What follows belongs to an exercise in optimizing a design on an open flow for a short achievable clock period and few clock cycles per item; a production flow would make more cautious choices.
Only simulation tests tie the RTL to the original design; equivalence was not proved.
No driver is modelled on the clock port, so clocking that relies on it looks cheaper here than on a real chip.
Power is estimated from default activity; no workload was simulated.

==> job 2137 <==
Design mflow_top, start of the top module:
module mflow_top (
   input  logic        clk,
   input  logic        rstn,
   input  logic        start,
   input  logic [31:0] task_in_ts,
   input  logic [31:0] task_in_object,
   input  logic [2:0]  task_in_ttype,
   input  logic [63:0] task_in_args,
   output logic        done,
   output logic        idle,
   output logic [31:0] task_out_ts,
   output logic [31:0] task_out_object,
   output logic [2:0]  task_out_ttype,
   output logic [63:0] task_out_args,
   output logic        task_out_valid,
   input  logic        task_out_ready,
   output logic [31:0] mem_rd_addr,
   output logic        mem_rd_valid,
   input  logic        mem_rd_ready,
   input  logic [31:0] mem_rd_data,
   input  logic        mem_rd_resp_valid,
   output logic [31:0] mem_wr_addr,
   output logic [31:0] mem_wr_data,
   output logic        mem_wr_valid,
   input  logic        mem_wr_ready,
   output logic [31:0] undo_addr,
   output logic [31:0] undo_data,
   output logic        undo_valid,
   input  logic        undo_ready
);
   localparam int RQ_AW = 3;  localparam int RQ_D = 1 << RQ_AW;    
   localparam int RB_AW = 4;  localparam int RB_D = 1 << RB_AW;    
   localparam int CQ_AW = 4;  localparam int CQ_D = 1 << CQ_AW;    
   localparam int UW_AW = 3;  localparam int UW_D = 1 << UW_AW;    
   localparam int KQ_AW = 2;  localparam int KQ_D = 1 << KQ_AW;    
   localparam int DQ_AW = 4;  localparam int DQ_D = 1 << DQ_AW;    
   localparam int HS_AW = 4;  localparam int HD = 1 << HS_AW;      
   function automatic logic [31:0] ks_add(input logic [31:0] a, input logic [31:0] b,
                                          input logic cin);
      logic [31:0] g, p, gg, pp;
      g = a & b;
      p = a ^ b;
      gg = g;
      pp = p;
      gg[0] = g[0] | (p[0] & cin);
      for (int d = 1; d < 32; d = d * 2) begin
         for (int i = 31; i >= d; i--) begin
            gg[i] = gg[i] | (pp[i] & gg[i-d]);
            pp[i] = pp[i] & pp[i-d];
         end
      end
      ks_add = p ^ {gg[30:0], cin};
   endfunction
  ...
Settings: LEC_CHECK=0, ABC_CLOCK_PERIOD_IN_PS=1500, CAP_MARGIN=20, CORE_MARGIN=2, CORE_UTILIZATION=45, CTS_CLUSTER_DIAMETER=80, CTS_CLUSTER_SIZE=25, SETUP_SLACK_MARGIN=3.6, SLEW_MARGIN=20, TNS_END_PERCENT=10; clock period 6.5 ns.
standard.sh (not shown) runs the stock make flow with config.mk's settings and CLKGATE_MAP_FILE= SYNTH_SCRIPT=/design/flow/synth_recipe.tcl, a recipe that flattens the netlist after the stock synthesis.
==> flow/flow/run.sh <==
#!/bin/bash
# Layout flow: the standard ORFS flow (standard.sh), run one stage at a time
# with stage-specific repair effort:
#  - floorplan: the timing repair there works on wire-load estimates before any
#    buffering, so it runs without the setup slack margin on the worst endpoints;
#  - place: the port buffers that the standard flow inserts are buf_8 cells;
#  - cts: timing repair on every endpoint, with the margin of config.mk;
#  - route: timing repair after global routing on the worst endpoints only.
# Each stage writes its full output to its own log in this folder.
set -euo pipefail
bash standard.sh synth > log_1_synth.txt 2>&1
bash standard.sh SETUP_SLACK_MARGIN=0 TNS_END_PERCENT=5 floorplan > log_2_floorplan.txt 2>&1
bash standard.sh "BUFFER_PORTS_ARGS=-buffer_cell sky130_fd_sc_hd__buf_8" place > log_3_place.txt 2>&1
bash standard.sh TNS_END_PERCENT=100 cts > log_4_cts.txt 2>&1
bash standard.sh TNS_END_PERCENT=10 route > log_5_route.txt 2>&1
bash standard.sh finish > log_6_finish.txt 2>&1
==> job 6533: changes against job 2137 <==
--- a/flow/design.v
+++ b/flow/design.v
@@ -31,17 +31,18 @@
    localparam int FLOW_BASE_WORD = 4;
    localparam int VERTEX_SHIFT = 6;    
 endpackage
 `timescale 1ns/1ps
 module mf_hfifo #(
    parameter int W    = 32,
    parameter int AW   = 3,
    parameter int D    = 8,
-   parameter int ROOM = 1
+   parameter int ROOM = 1,
+   parameter bit PLAIN_HEAD = 0    
 ) (
    input  logic         clk,
    input  logic         rstn,
    input  logic         push0,
    input  logic [W-1:0] d0,
    input  logic         push1,
    input  logic [W-1:0] d1,
    input  logic         take,       
@@ -73,18 +74,28 @@
          rp   <= rp + AW'(load);
          cnt  <= load ? cnt_p - (AW+1)'(1) : cnt_p;
          ne   <= load ? cnt_p > (AW+1)'(1) : cnt_p != '0;
          room <= load ? cnt_p <= (AW+1)'(D - ROOM + 1) : cnt_p <= (AW+1)'(D - ROOM);
          if (load)      hv <= 1'b1;
          else if (take) hv <= 1'b0;
       end
    end
+   if (PLAIN_HEAD) begin : g_plain
+      logic [W-1:0] hd_b;
+      always_ff @(posedge clk) begin
+         hd   <= load ? mem[rp] : hd_b;
+         hd_b <= load ? mem[rp] : hd;
+      end
+   end else begin : g_en
+      always_ff @(posedge clk) begin
+         if (load) hd <= mem[rp];
+      end
+   end
    always_ff @(posedge clk) begin
-      if (load) hd <= mem[rp];
       for (int i = 0; i < D; i++) begin
          if (push0 && woh[i])                         mem[i] <= d0;
          else if (push1 && woh[(i + D - 1) % D])      mem[i] <= d1;
       end
    end
 endmodule
 module mflow_top (
    input  logic        clk,
@@ -177,94 +188,131 @@
       if (rv_q && rc == 2'd2) snk <= rdat_q;
    end
    assign base_ok = (rc != 2'd0);
    assign rb_push = rv_q && (rc == 2'd3);
    logic [130:0] t0, t1;
    logic [1:0]   tq_n;
    logic         idle_q;
    logic         accept;
-   logic         ag1_load;
+   logic         a_load, ag1_load;
    logic [130:0] t_in;
    assign accept = start && idle_q;
    assign idle   = idle_q;
    assign t_in   = {task_in_args, task_in_ttype, task_in_object, task_in_ts};
    always_ff @(posedge clk) begin
       if (!rstn) begin
          tq_n   <= 2'd0;
          idle_q <= 1'b0;
       end else begin
-         tq_n   <= tq_n + 2'(accept) - 2'(ag1_load);
-         idle_q <= (tq_n + 2'(accept) - 2'(ag1_load)) != 2'd2;
+         tq_n   <= tq_n + 2'(accept) - 2'(a_load);
+         idle_q <= (tq_n + 2'(accept) - 2'(a_load)) != 2'd2;
       end
    end
    always_ff @(posedge clk) begin
-      if (ag1_load) begin
+      if (a_load) begin
          if (tq_n == 2'd2) t0 <= t1;
          else              t0 <= t_in;
       end else if (tq_n == 2'd0) begin
          t0 <= t_in;
       end
       if (accept) t1 <= t_in;           
    end
    logic [31:0]  t_ts, t_obj, t_a0, t_a1;
    logic [2:0]   t_ty;
-   logic [25:0]  s0, s1, s2;
    logic [6:0]   lo_h;
    logic [7:0]   lo_f;
-   logic [31:0]  t_addr_a, t_addr_f;
    assign t_ts  = t0[31:0];
    assign t_obj = t0[63:32];
    assign t_ty  = t0[66:64];
    assign t_a0  = t0[98:67];
    assign t_a1  = t0[130:99];
-   logic [31:0] s0w, s1w, s2w;
-   assign s0w  = ks_add({6'd0, base[31:6]}, {6'd0, t_obj[25:0]}, 1'b0);
-   assign s1w  = ks_add({6'd0, base_hi1},   {6'd0, t_obj[25:0]}, 1'b0);
-   assign s2w  = ks_add({6'd0, base_hi2},   {6'd0, t_obj[25:0]}, 1'b0);
-   assign s0   = s0w[25:0];
-   assign s1   = s1w[25:0];
-   assign s2   = s2w[25:0];
    assign lo_h = {1'b0, base[5:0]} + 7'd8;
    assign lo_f = {2'b0, base[5:0]} + 8'd16 + {2'b0, t_a0[3:0], 2'b00};
-   assign t_addr_a = (t_ty == 3'd1) ? {(lo_h[6] ? s1 : s0), lo_h[5:0]} : {s0, base[5:0]};
-   assign t_addr_f = {(lo_f[7] ? s2 : lo_f[6] ? s1 : s0), lo_f[5:0]};
+   logic [13:0] l0, l1, l2;
+   assign l0 = {1'b0, base[18:6]}     + {1'b0, t_obj[12:0]};
+   assign l1 = {1'b0, base_hi1[12:0]} + {1'b0, t_obj[12:0]};
+   assign l2 = {1'b0, base_hi2[12:0]} + {1'b0, t_obj[12:0]};
+   logic [13:0] t_la, t_lf;
+   logic [12:0] t_ba, t_bf;
+   logic [5:0]  t_oa;
+   always_comb begin
+      if (t_ty == 3'd1 && lo_h[6]) begin
+         t_la = l1;  t_ba = base_hi1[25:13];  t_oa = lo_h[5:0];
+      end else if (t_ty == 3'd1) begin
+         t_la = l0;  t_ba = base[31:19];      t_oa = lo_h[5:0];
+      end else begin
+         t_la = l0;  t_ba = base[31:19];      t_oa = base[5:0];
+      end
+      if (lo_f[7]) begin
+         t_lf = l2;  t_bf = base_hi2[25:13];
+      end else if (lo_f[6]) begin
+         t_lf = l1;  t_bf = base_hi1[25:13];
+      end else begin
+         t_lf = l0;  t_bf = base[31:19];
+      end
+   end
+   logic        a_v;
+   logic        a_gh, a_rx;
+   logic [31:0] a_ts, a_x, a_a1;
+   logic [13:0] a_la, a_lf;
+   logic [12:0] a_ba, a_bf, a_oh;
+   logic [5:0]  a_oa, a_of;
    logic        ag1_v;
    logic        g_gh, g_rx;
-   logic [7:0]  g_lof;
    logic [31:0] g_ts, g_x, g_a1, g_aa, g_af;
    logic        b_load;
-   assign ag1_load = (tq_n != 2'd0) && base_ok && (!ag1_v || b_load);
+   assign a_load   = (tq_n != 2'd0) && base_ok && (!a_v || ag1_load);
+   assign ag1_load = a_v && (!ag1_v || b_load);
    always_ff @(posedge clk) begin
       if (!rstn) begin
+         a_v   <= 1'b0;
          ag1_v <= 1'b0;
-      end else if (ag1_load) begin
-         ag1_v <= 1'b1;
-      end else if (b_load) begin
-         ag1_v <= 1'b0;
+      end else begin
+         if (a_load)        a_v <= 1'b1;
+         else if (ag1_load) a_v <= 1'b0;
+         if (ag1_load)      ag1_v <= 1'b1;
+         else if (b_load)   ag1_v <= 1'b0;
       end
    end
    always_ff @(posedge clk) begin
+      if (a_load) begin
+         a_gh <= (t_ty == 3'd1);
+         a_rx <= (t_ty == 3'd3);
+         a_ts <= t_ts;
+         a_x  <= (t_ty == 3'd1) ? t_a0 : t_obj;    
+         a_a1 <= t_a1;
+         a_la <= t_la;
+         a_lf <= t_lf;
+         a_ba <= t_ba;
+         a_bf <= t_bf;
+         a_oh <= t_obj[25:13];
+         a_oa <= t_oa;
+         a_of <= lo_f[5:0];
+      end
+   end
+   logic [12:0] u_a, u_f;
+   assign u_a = a_ba + a_oh + 13'(a_la[13]);
+   assign u_f = a_bf + a_oh + 13'(a_lf[13]);
+   always_ff @(posedge clk) begin
       if (ag1_load) begin
-         g_gh   <= (t_ty == 3'd1);
-         g_rx   <= (t_ty == 3'd3);
-         g_ts   <= t_ts;
-         g_x    <= (t_ty == 3'd1) ? t_a0 : t_obj;    
-         g_a1   <= t_a1;
-         g_lof  <= lo_f;
-         g_aa   <= t_addr_a;
-         g_af   <= t_addr_f;
+         g_gh <= a_gh;
+         g_rx <= a_rx;
+         g_ts <= a_ts;
+         g_x  <= a_x;
+         g_a1 <= a_a1;
+         g_aa <= {u_a, a_la[12:0], a_oa};
+         g_af <= {u_f, a_lf[12:0], a_of};
       end
    end
    logic [31:0]      h_addr [HD];
    logic [HS_AW-1:0] h_idx  [HD];
    logic [HD-1:0]    h_v;
    logic        b_v, b_gh, b_rx;
    logic [31:0] b_ts, b_x, b_a1, b_aa, b_af;
-   logic [7:0]  b_lof;
    logic [HD-1:0] b_pa, b_fa, b_pf, b_ff;
    logic        b_fire, b_shift;
    logic        rq_room, cq_room;
    assign b_fire  = b_v && rq_room && cq_room;
    assign b_shift = b_fire && b_rx;
    assign b_load  = ag1_v && (!b_v || b_fire);
    logic [HD-1:0] n_pa, n_fa, n_pf, n_ff;
    always_comb begin
@@ -306,17 +354,16 @@
    end
    always_ff @(posedge clk) begin
       if (b_load) begin
          b_gh   <= g_gh;
          b_rx   <= g_rx;
          b_ts   <= g_ts;
          b_x    <= g_x;
          b_a1   <= g_a1;
-         b_lof  <= g_lof;
          b_aa   <= g_aa;
          b_af   <= g_af;
          b_pa   <= n_pa;
          b_fa   <= n_fa;
          b_pf   <= n_pf;
          b_ff   <= n_ff;
       end
    end
@@ -348,19 +395,19 @@
    logic [7:0] w_old;
    assign w_old = wa - 8'(HD);
    logic            rq_push0, rq_push1;
    logic [RQ_W-1:0] rq_d0, rq_d1;
    assign rq_push0 = b_fire && (b_gh || b_rx);
    assign rq_push1 = b_shift;
    assign rq_d0 = {(a_alias ? wa : w_old), b_aa};
    assign rq_d1 = {(f_alias ? wa : w_old), b_af};
-   localparam int CQ_W = 2 + 3*32 + 8 + 2*(1+HS_AW) + 8;
+   localparam int CQ_W = 2 + 5*32 + 2*(1+HS_AW) + 8;
    logic [CQ_W-1:0] cq_d;
-   assign cq_d = {b_gh, b_rx, b_ts, b_x, b_a1, b_lof,
+   assign cq_d = {b_gh, b_rx, b_ts, b_x, b_a1, b_aa, b_af,
                   a_fwd, a_idx, f_fwd, f_idx, wa};
    always_ff @(posedge clk) begin
       if (!rstn) begin
          h_v <= '0;
          wa  <= '0;
       end else if (b_shift) begin
          h_v <= {h_v[HD-3:0], 2'b11};
          wa  <= wa + 8'd2;
@@ -379,17 +426,17 @@
       end
    end
    logic [RQ_W-1:0]  rq_mem [RQ_D];
    logic [RQ_D-1:0]  rq_woh;       
    logic [RQ_AW-1:0] rq_rp;
    logic [RQ_AW:0]   rq_cnt, rq_cnt_n;
    logic [RQ_W-1:0]  rq_nxt;
    logic             rq_hv;
-   logic [31:0]      rq_ha;
+   logic [31:0]      rq_ha, rq_ha_b, rq_ha_n;
    logic [1:0]       hl;           
    logic [RB_AW:0]   rb_res, rb_res_n;    
    logic             rq_free, rq_nxt_ok, rq_load;
    logic [1:0]       c1_pop;
    logic [RQ_D-1:0]  rq_okf;
    logic             rb_full, rq_ne;
    assign rq_nxt    = rq_mem[rq_rp];
    assign r_take    = rq_hv && mem_rd_ready;
@@ -404,17 +451,16 @@
    always_ff @(posedge clk) begin
       if (!rstn) begin
          rq_woh  <= RQ_D'(1);
          rq_rp   <= '0;
          rq_cnt  <= '0;
          rq_ne   <= 1'b0;
          rq_room <= 1'b1;
          rq_hv   <= 1'b1;           
-         rq_ha   <= 32'h0;
          hl      <= 2'd1;
          rb_res  <= '0;
          rb_full <= 1'b0;
       end else begin
          if (rq_push1)      rq_woh <= {rq_woh[RQ_D-3:0], rq_woh[RQ_D-1:RQ_D-2]};
          else if (rq_push0) rq_woh <= {rq_woh[RQ_D-2:0], rq_woh[RQ_D-1]};
          rq_rp   <= rq_rp + RQ_AW'(rq_load);
          rq_cnt  <= rq_cnt_n;
@@ -428,21 +474,19 @@
             3'b100:  rb_full <= rb_res == (RB_AW+1)'(RB_D - 1);
             3'b101:  rb_full <= rb_res == (RB_AW+1)'(RB_D);
             3'b110:  rb_full <= rb_res == (RB_AW+1)'(RB_D + 1);
             default: rb_full <= 1'b0;
          endcase
          if (rq_free) begin
             if (hl != 2'd3) begin
                rq_hv <= 1'b1;
-               rq_ha <= {28'd0, hl, 2'b00};
                hl    <= hl + 2'd1;
             end else if (rq_nxt_ok) begin
                rq_hv <= 1'b1;
-               rq_ha <= rq_nxt[31:0];
             end else begin
                rq_hv <= 1'b0;
             end
          end
       end
    end
    logic [7:0] dw_a, dw_o;
    assign dw_a = wt - wa;
@@ -457,16 +501,23 @@
             rq_mem[i] <= rq_d1;
             d = f_alias ? dw_a : dw_o;
          end else begin
             d = wt - rq_mem[i][39:32];
          end
          rq_okf[i] <= !d[7];
       end
    end
+   logic rq_ha_ld;
+   assign rq_ha_ld = !rstn || (rq_free && hl != 2'd3) || rq_load;
+   assign rq_ha_n  = !rstn ? 32'h0 : (hl != 2'd3) ? {28'd0, hl, 2'b00} : rq_nxt[31:0];
+   always_ff @(posedge clk) begin
+      rq_ha   <= rq_ha_ld ? rq_ha_n : rq_ha_b;
+      rq_ha_b <= rq_ha_ld ? rq_ha_n : rq_ha;
+   end
    assign mem_rd_valid = rq_hv;
    assign mem_rd_addr  = rq_ha;
    logic [31:0]      rb_mem [RB_D];
    logic [RB_AW-1:0] rb_wp;
    logic [RB_D-1:0]  rb_oh0, rb_oh1;      
    logic [RB_AW:0]   rb_cnt, rb_cnt_n;
    logic             rb_ge1, rb_ge2;
    logic [31:0]      rb0, rb1;
@@ -520,21 +571,20 @@
    logic            c1_fire, cq_load;
    mf_hfifo #(.W(CQ_W), .AW(CQ_AW), .D(CQ_D), .ROOM(1)) u_cq (
       .clk(clk), .rstn(rstn),
       .push0(b_fire), .d0(cq_d), .push1(1'b0), .d1('0),
       .take(c1_fire), .hv(c1_v), .hd(c1), .room(cq_room),
       .nxt(cq_nxt), .load(cq_load)
    );
    logic             c1_gh, c1_rx, c1_fa, c1_ff;
-   logic [31:0]      c1_ts, c1_x, c1_a1;
-   logic [7:0]       c1_lo;
+   logic [31:0]      c1_ts, c1_x, c1_a1, c1_aa, c1_af;
    logic [HS_AW-1:0] c1_sa, c1_sf;
    logic [7:0]       c1_wseq;
-   assign {c1_gh, c1_rx, c1_ts, c1_x, c1_a1, c1_lo,
+   assign {c1_gh, c1_rx, c1_ts, c1_x, c1_a1, c1_aa, c1_af,
            c1_fa, c1_sa, c1_ff, c1_sf, c1_wseq} = c1;
    logic [7:0]       c2_wseq;
    logic [HS_AW-1:0] c2_if, c2_ie;
    logic             c2_v, c2_rx;
    assign c2_if = HS_AW'(c2_wseq);
    assign c2_ie = HS_AW'(c2_wseq + 8'd1);
    logic uw_room, kq_room, dq_room;
    logic rb_ok;
@@ -560,18 +610,17 @@
       if (!rstn)              c1_wait <= 2'd0;
       else if (cq_load)       c1_wait <= dep2 ? 2'd2 : dep1 ? 2'd1 : 2'd0;
       else if (c1_wait != 0)  c1_wait <= c1_wait - 2'd1;
    end
    assign c1_dep = (c1_wait != 2'd0);
    assign c1_fire = c1_v && !c1_dep && rb_ok && uw_room && kq_room && dq_room;
    assign c1_pop  = !c1_fire ? 2'd0 : c1_rx ? 2'd2 : c1_gh ? 2'd1 : 2'd0;
    logic        c2_gh, c2_zero, c2_term;
-   logic [31:0] c2_ts, c2_x, c2_a1;
-   logic [7:0]  c2_lo;
+   logic [31:0] c2_ts, c2_x, c2_a1, c2_aa, c2_af;
    logic [31:0] c2_opa, c2_opf;
    logic [31:0] c2_newf, c2_newe;
    logic [HD-1:0] c2_wof, c2_woe;         
    logic [31:0] vt [HD];      
    logic [HD-1:0] vt_z;       
    logic [31:0] c1_opa, c1_opf;
    always_comb begin
       c1_opa = c1_fa ? vt[c1_sa] : rb0;
@@ -583,40 +632,34 @@
    end
    always_ff @(posedge clk) begin
       if (c1_fire) begin
          c2_gh   <= c1_gh;
          c2_rx   <= c1_rx;
          c2_ts   <= c1_ts;
          c2_x    <= c1_x;
          c2_a1   <= c1_a1;
-         c2_lo   <= c1_lo;
+         c2_aa   <= c1_aa;
+         c2_af   <= c1_af;
          c2_opa  <= c1_opa;
          c2_opf  <= c1_opf;
          c2_wseq <= c1_wseq;
          c2_zero <= c1_fa ? vt_z[c1_sa] : rbz0;
          c2_term <= (c1_x == src) || (c1_x == snk);
          for (int i = 0; i < HD; i++) begin
             c2_wof[i] <= (HS_AW'(i) == HS_AW'(c1_wseq));
             c2_woe[i] <= (HS_AW'(i) == HS_AW'(c1_wseq + 8'd1));
          end
       end
    end
    logic c2_zf, c2_ze;
    assign c2_newf = ks_add(c2_opf, ~c2_a1, 1'b1);
    assign c2_newe = ks_add(c2_opa, c2_a1, 1'b0);
    assign c2_zf = (c2_opf == c2_a1);
    assign c2_ze = ((c2_opa ^ c2_a1) == {(c2_opa[30:0] | c2_a1[30:0]), 1'b0});
-   logic [31:0] c2_s0w, c2_s1w, c2_s2w;
-   logic [31:0] c2_aa, c2_af;
-   assign c2_s0w = ks_add({6'd0, base[31:6]}, {6'd0, c2_x[25:0]}, 1'b0);
-   assign c2_s1w = ks_add({6'd0, base_hi1},   {6'd0, c2_x[25:0]}, 1'b0);
-   assign c2_s2w = ks_add({6'd0, base_hi2},   {6'd0, c2_x[25:0]}, 1'b0);
-   assign c2_aa = {c2_s0w[25:0], base[5:0]};
-   assign c2_af = {(c2_lo[7] ? c2_s2w[25:0] : c2_lo[6] ? c2_s1w[25:0] : c2_s0w[25:0]), c2_lo[5:0]};
    logic          c3_v, c3_gh, c3_rx, c3_wake, c3_zf, c3_ze;
    logic [31:0]   c3_ts, c3_x, c3_a1, c3_aa, c3_af, c3_opa, c3_opf, c3_newf, c3_newe;
    logic [7:0]    c3_wseq;
    logic [HD-1:0] c3_wof, c3_woe;
    always_ff @(posedge clk) begin
       if (!rstn) c3_v <= 1'b0;
       else       c3_v <= c2_v;
    end
@@ -660,17 +703,17 @@
       else       ca <= ca + 8'(k_push);
    end
    logic [95:0]    uw_mem [UW_D];
    logic [UW_D-1:0] uw_woh;               
    logic [UW_AW:0] uw_wp, uw_urp, uw_utk, uw_wrp;
    logic [UW_AW:0] uw_wp_n, uw_wrp_n;
    logic [UW_AW:0] uw_al;
    logic           uhv, whv, u_load, w_load;
-   logic [63:0]    uhd, whd;
+   logic [63:0]    uhd, whd, uhd_b, whd_b;
    logic [95:0]    uw_un, uw_wn;
    assign uw_un  = uw_mem[uw_urp[UW_AW-1:0]];
    assign uw_wn  = uw_mem[uw_wrp[UW_AW-1:0]];
    assign u_take = uhv && undo_ready;
    assign w_take = whv && mem_wr_ready;
    assign u_load = (!uhv || u_take) && (uw_urp != uw_wp);
    assign w_load = (!whv || w_take) && (uw_wrp != uw_utk);
    assign uw_wp_n  = uw_wp + (UW_AW+1)'(uw_push ? 2 : 0);
@@ -701,34 +744,36 @@
          uw_al <= uw_al + (UW_AW+1)'((c1_fire && c1_rx) ? 2 : 0) - (UW_AW+1)'(w_load);
          if (u_load)      uhv <= 1'b1;
          else if (u_take) uhv <= 1'b0;
          if (w_load)      whv <= 1'b1;
          else if (w_take) whv <= 1'b0;
       end
    end
    always_ff @(posedge clk) begin
-      if (u_load) uhd <= uw_un[95:32];
-      if (w_load) whd <= {uw_wn[95:64], uw_wn[31:0]};
+      uhd   <= u_load ? uw_un[95:32] : uhd_b;
+      uhd_b <= u_load ? uw_un[95:32] : uhd;
+      whd   <= w_load ? {uw_wn[95:64], uw_wn[31:0]} : whd_b;
+      whd_b <= w_load ? {uw_wn[95:64], uw_wn[31:0]} : whd;
       for (int i = 0; i < UW_D; i++) begin
          if (uw_push && uw_woh[i])                          uw_mem[i] <= {c3_af, c3_opf, c3_newf};
          else if (uw_push && uw_woh[(i + UW_D - 1) % UW_D]) uw_mem[i] <= {c3_aa, c3_opa, c3_newe};
       end
    end
    assign undo_valid   = uhv;
    assign undo_addr    = uhd[63:32];
    assign undo_data    = uhd[31:0];
    assign mem_wr_valid = whv;
    assign mem_wr_addr  = whd[63:32];
    assign mem_wr_data  = whd[31:0];
    logic         kq_hv;
    logic [130:0] kq_hd, kq_d;
    assign kq_d = c3_gh ? {c3_a1, c3_opa, 3'd2, c3_x, c3_ts}
                        : {c3_ts, 32'd0, 3'd0, c3_x, c3_ts};
-   mf_hfifo #(.W(131), .AW(KQ_AW), .D(KQ_D), .ROOM(2)) u_kq (
+   mf_hfifo #(.W(131), .AW(KQ_AW), .D(KQ_D), .ROOM(2), .PLAIN_HEAD(1)) u_kq (
       .clk(clk), .rstn(rstn),
       .push0(k_push), .d0(kq_d), .push1(1'b0), .d1('0),
       .take(k_take), .hv(kq_hv), .hd(kq_hd), .room(),
       .nxt(), .load(kq_load)
    );
    logic [KQ_AW:0] kq_al;
    logic           kq_res, kq_rel, kq_load;
    assign kq_res = c1_fire && (c1_gh || c1_rx);
==> notes.md <==
In job 6533 the clock skew is lower than in job 2137, by 0.00084 ns. Combinational power: job 6533 is higher than job 2137 (about 40%). Job 6533 passed the timing, design-rule and antenna checks. Job 2137 finished clean. In job 2137 the first-iteration DRC count is lower than in job 6533, by about 4.6%. In job 6533 the clock power is larger than in job 2137, by 14%. Against job 6533, the setup slack of job 2137 is lower by 0.18 ns. Between job 2137 and job 6533, the lower wire length is in job 2137 (gap 5.4%, measured against job 6533). In job 2137 the sequential power is lower than in job 6533, by about 19%. Against job 6533, the die area of job 2137 is smaller by about 12%. Of job 6533 and job 2137, job 6533 has the higher synthesized cell count (gap about 12%, measured against job 2137).
Testbench counts of job 2137, summed over its fixed seeds: cycles 20,235, tasks 12,000.
Testbench counts of job 6533, summed over its fixed seeds: cycles 20,249, tasks 12,000.

-- re-timing with driven ports --
Ports are ideal in the flow. The routed layouts listed here were re-timed in OpenROAD. Step 1 assumes that a clkbuf_16 drives the clock port and a buf_2 every other input. Step 2 times the ports against the registers' clock, not the clock port: input delays grow and output delays shrink by t, the midpoint of the rising clock arrivals with the driver on. a / b / c = ideal / step 1 / step 2; a / b = the first two.
run | shift t [ns] | setup slack, ns | worst setup path at the end | pins driven straight from the clock port
job 2137 | 1.238 | 3.163 / 3.025 / 2.827 | input to register | 1
job 6533 | 1.297 | 3.345 / 3.190 / 2.780 | input to register | 1
After both steps setup and hold are still met in every run listed. For job 6533, which loses most, drivers alone change the setup slack by -0.155 ns; drivers and shift together by -0.565 ns.
